Background: an optimization exercise with open tools, aiming at small area, a short achievable clock period and few clock cycles per item. Do not read the settings as production practice. In this exercise RTL edits were held to simulation tests only and were not proved equivalent to the original. Power figures rest on the tool's default switching activity, not on a simulated workload.

Design greedy_first_fit_graph_coloring, start of the top module:
module greedy_first_fit_graph_coloring (
    input  logic                          clk,
    input  logic                          rst_n,
    input  logic                          item_valid,
    output logic                          item_ready,
    input  logic [gffc_pkg::MASK_W-1:0]   item_neighbor_mask,
    input  logic                          item_final_vertex,
    output logic                          result_valid,
    input  logic                          result_ready,
    output logic [gffc_pkg::IDX_W-1:0]    result_vertex_index,
    output logic [gffc_pkg::IDX_W-1:0]    result_assigned_color,
    output logic                          result_graph_done
);
    localparam int NS = gffc_pkg::NSTORE;
    localparam int NT = gffc_pkg::NTAB;
    localparam int CR = gffc_pkg::CREDITS;
    localparam int NLO = (NT + 1) / 2;
    logic [gffc_pkg::IDX_W-1:0] cnt_reg;       
    logic [NS-1:0]              below_reg;     
    logic                       clear_reg;     
    logic [2:0]                 credit_reg;
    logic                       ready_reg;
    logic                       v2_reg;
    logic [CR-1:0]              qv_reg;
    logic [gffc_pkg::IDX_W-1:0] oidx_reg;
    logic [gffc_pkg::IDX_W-1:0] idx2_reg;
    logic                       done2_reg;
    logic                       adj2_reg;
    logic [NS-1:0]              p2_reg;        
    logic [NLO-1:0]             p2lo_reg;      
    logic [gffc_pkg::IDX_W-1:0] last_color_reg;    
    logic [gffc_pkg::IDX_W-1:0] prev_color_reg;    
    logic                       v3_reg;
    logic [gffc_pkg::IDX_W-1:0] idx3_reg;
    logic [gffc_pkg::IDX_W-1:0] color3_reg;        
    logic                       done3_reg;
    logic [CR-1:0][gffc_pkg::IDX_W-1:0] qc_reg;
    logic [CR-1:0]                      qd_reg;
    logic                       accept;
  ...
For scale: about 4000 cells after synthesis, ~540 flip-flops.
==> flow/config.mk <==
export PLATFORM = sky130hd
export DESIGN_NAME = greedy_first_fit_graph_coloring
export DESIGN_NICKNAME = greedy_first_fit_graph_coloring
export VERILOG_FILES = /design/flow/design.v
export SDC_FILE = /design/flow/constraint.sdc
export NUM_CORES = 4
export LEC_CHECK = 0
export CAP_MARGIN = 30
export CORE_MARGIN = 2
export CORE_UTILIZATION = 27
export SETUP_SLACK_MARGIN = 3.4
export SLEW_MARGIN = 30
==> flow/constraint.sdc <==
create_clock -name core_clock -period 6.0 [get_ports {clk}]
set_input_delay 1.2000 -clock core_clock [delete_from_list [all_inputs] [get_ports {clk}]]
set_output_delay 1.2000 -clock core_clock [all_outputs]
set_load 0.01 [all_outputs]
run.sh (not shown) runs the stock make flow with config.mk's settings and CLKGATE_MAP_FILE= SYNTH_SCRIPT=/design/flow/synth_recipe.tcl, a recipe that flattens the netlist after the stock synthesis.
The starting point completed without violations.
Testbench counts at the start, summed over its fixed seeds: cycles 24,024, items 24,000.
Rerun with:
--- a/flow/config.mk
+++ b/flow/config.mk
@@ -8,5 +8,5 @@
 export CAP_MARGIN = 30
 export CORE_MARGIN = 2
-export CORE_UTILIZATION = 27
+export CORE_UTILIZATION = 24
 export SETUP_SLACK_MARGIN = 3.4
 export SLEW_MARGIN = 30
The changed run ran to the end with no violations.
Core utilization decreases by 4.4 points.
Maximum frequency is about the same.
Clock skew is lower by 0.042 ns.
Combinational power went down by about 3%.
Cell area goes down by 1.0%.
Synthesized cell count is unchanged.
Via count drops by 0.59%.
Total power shrinks by 3.1%.
Sequential power hardly moves.
Rerun with:
==> flow/flow/run.sh (new file) <==
#!/bin/bash
# The standard layout (the standard.sh: standard synthesis and ORFS steps,
# unchanged), with one difference: the buffers ORFS puts on the input and
# output ports are plain buffers (buf_4) instead of the delay cells that
# buffer_ports would otherwise pick.
set -euo pipefail
export BUFFER_PORTS_ARGS="-buffer_cell sky130_fd_sc_hd__buf_4"
bash standard.sh finish > standard_flow.log 2>&1
==> flow/standard.sh (new file) <==
#!/bin/bash
# synth_recipe.tcl (not shown) runs the flow's synth.tcl, then flattens the netlist and writes it again
# the make line also repeats each setting of config.mk as NAME=value (left out here)
make -C /OpenROAD-flow-scripts/flow DESIGN_CONFIG=/design/flow/config.mk WORK_HOME=/design/flow/orfs CLKGATE_MAP_FILE= SYNTH_SCRIPT=/design/flow/synth_recipe.tcl "${@:-finish}"
--- a/flow/config.mk
+++ b/flow/config.mk
@@ -9,4 +9,4 @@
 export CORE_MARGIN = 2
 export CORE_UTILIZATION = 24
-export SETUP_SLACK_MARGIN = 3.4
+export SETUP_SLACK_MARGIN = 3
 export SLEW_MARGIN = 30
removed: flow/run.sh
Effect: Synthesized cell count stays the same. Via count falls by 4.8%. Wire length came out lower by 9.6%. Hold slack gets better by 0.0081 ns. Core utilization fell by 3.1 points.
Rerun with:
--- a/flow/config.mk
+++ b/flow/config.mk
@@ -8,5 +8,5 @@
 export CAP_MARGIN = 30
 export CORE_MARGIN = 2
-export CORE_UTILIZATION = 24
+export CORE_UTILIZATION = 26
 export SETUP_SLACK_MARGIN = 3
 export SLEW_MARGIN = 30
Die area decreases by 7.6%; flip-flop and latch count does not change; sequential share of layout area increases by 0.19 points.
Rerun with:
==> flow/run.sh (new file) <==
#!/bin/bash
# synth_recipe.tcl (not shown) runs the flow's synth.tcl, then flattens the netlist and writes it again
# the make line also repeats each setting of config.mk as NAME=value (left out here)
make -C /OpenROAD-flow-scripts/flow DESIGN_CONFIG=/design/flow/config.mk WORK_HOME=/design/flow/orfs CLKGATE_MAP_FILE= SYNTH_SCRIPT=/design/flow/synth_recipe.tcl finish
--- a/flow/config.mk
+++ b/flow/config.mk
@@ -8,5 +8,5 @@
 export CAP_MARGIN = 30
 export CORE_MARGIN = 2
-export CORE_UTILIZATION = 26
+export CORE_UTILIZATION = 27
 export SETUP_SLACK_MARGIN = 3
 export SLEW_MARGIN = 30
removed: flow/flow/run.sh
removed: flow/standard.sh
Via count goes up by 3.2%.
Core utilization goes up by 2.9 points.
Total power goes up by 3.6%.
Worst setup slack got worse by 0.014 ns.
Non-clock buffer count goes up by 126.
Hold slack stays flat.
Fmax goes down by 0.44%.

static timing again, ports no longer ideal:
How much do the figures lean on ideal ports? The routed layouts below were timed once more, with nothing changed but the port constraints. Step 1 assumes that a clkbuf_16 drives the clock port and a buf_2 every other input. Step 2 adds t to the input delays and takes it off the output delays; t is the mean of the earliest and latest rising clock arrival at the registers after step 1. Input paths then give back, and output paths get back, about the clock's delay inside the block. Three values: ideal, step 1, step 2; two values: the first two.
run	shift t [ns]	setup slack, ns	worst setup path at the end
the first run	0.788	3.112 / 3.112 / 2.493	input to register
the second run	0.756	3.119 / 3.119 / 2.502	input to register
the third run	0.768	2.652 / 2.706 / 1.937	input to register
the fourth run	0.772	2.795 / 2.851 / 2.079	input to register
the fifth run	0.768	2.781 / 2.822 / 2.065	input to register
After both steps setup and hold are still met in every run listed.
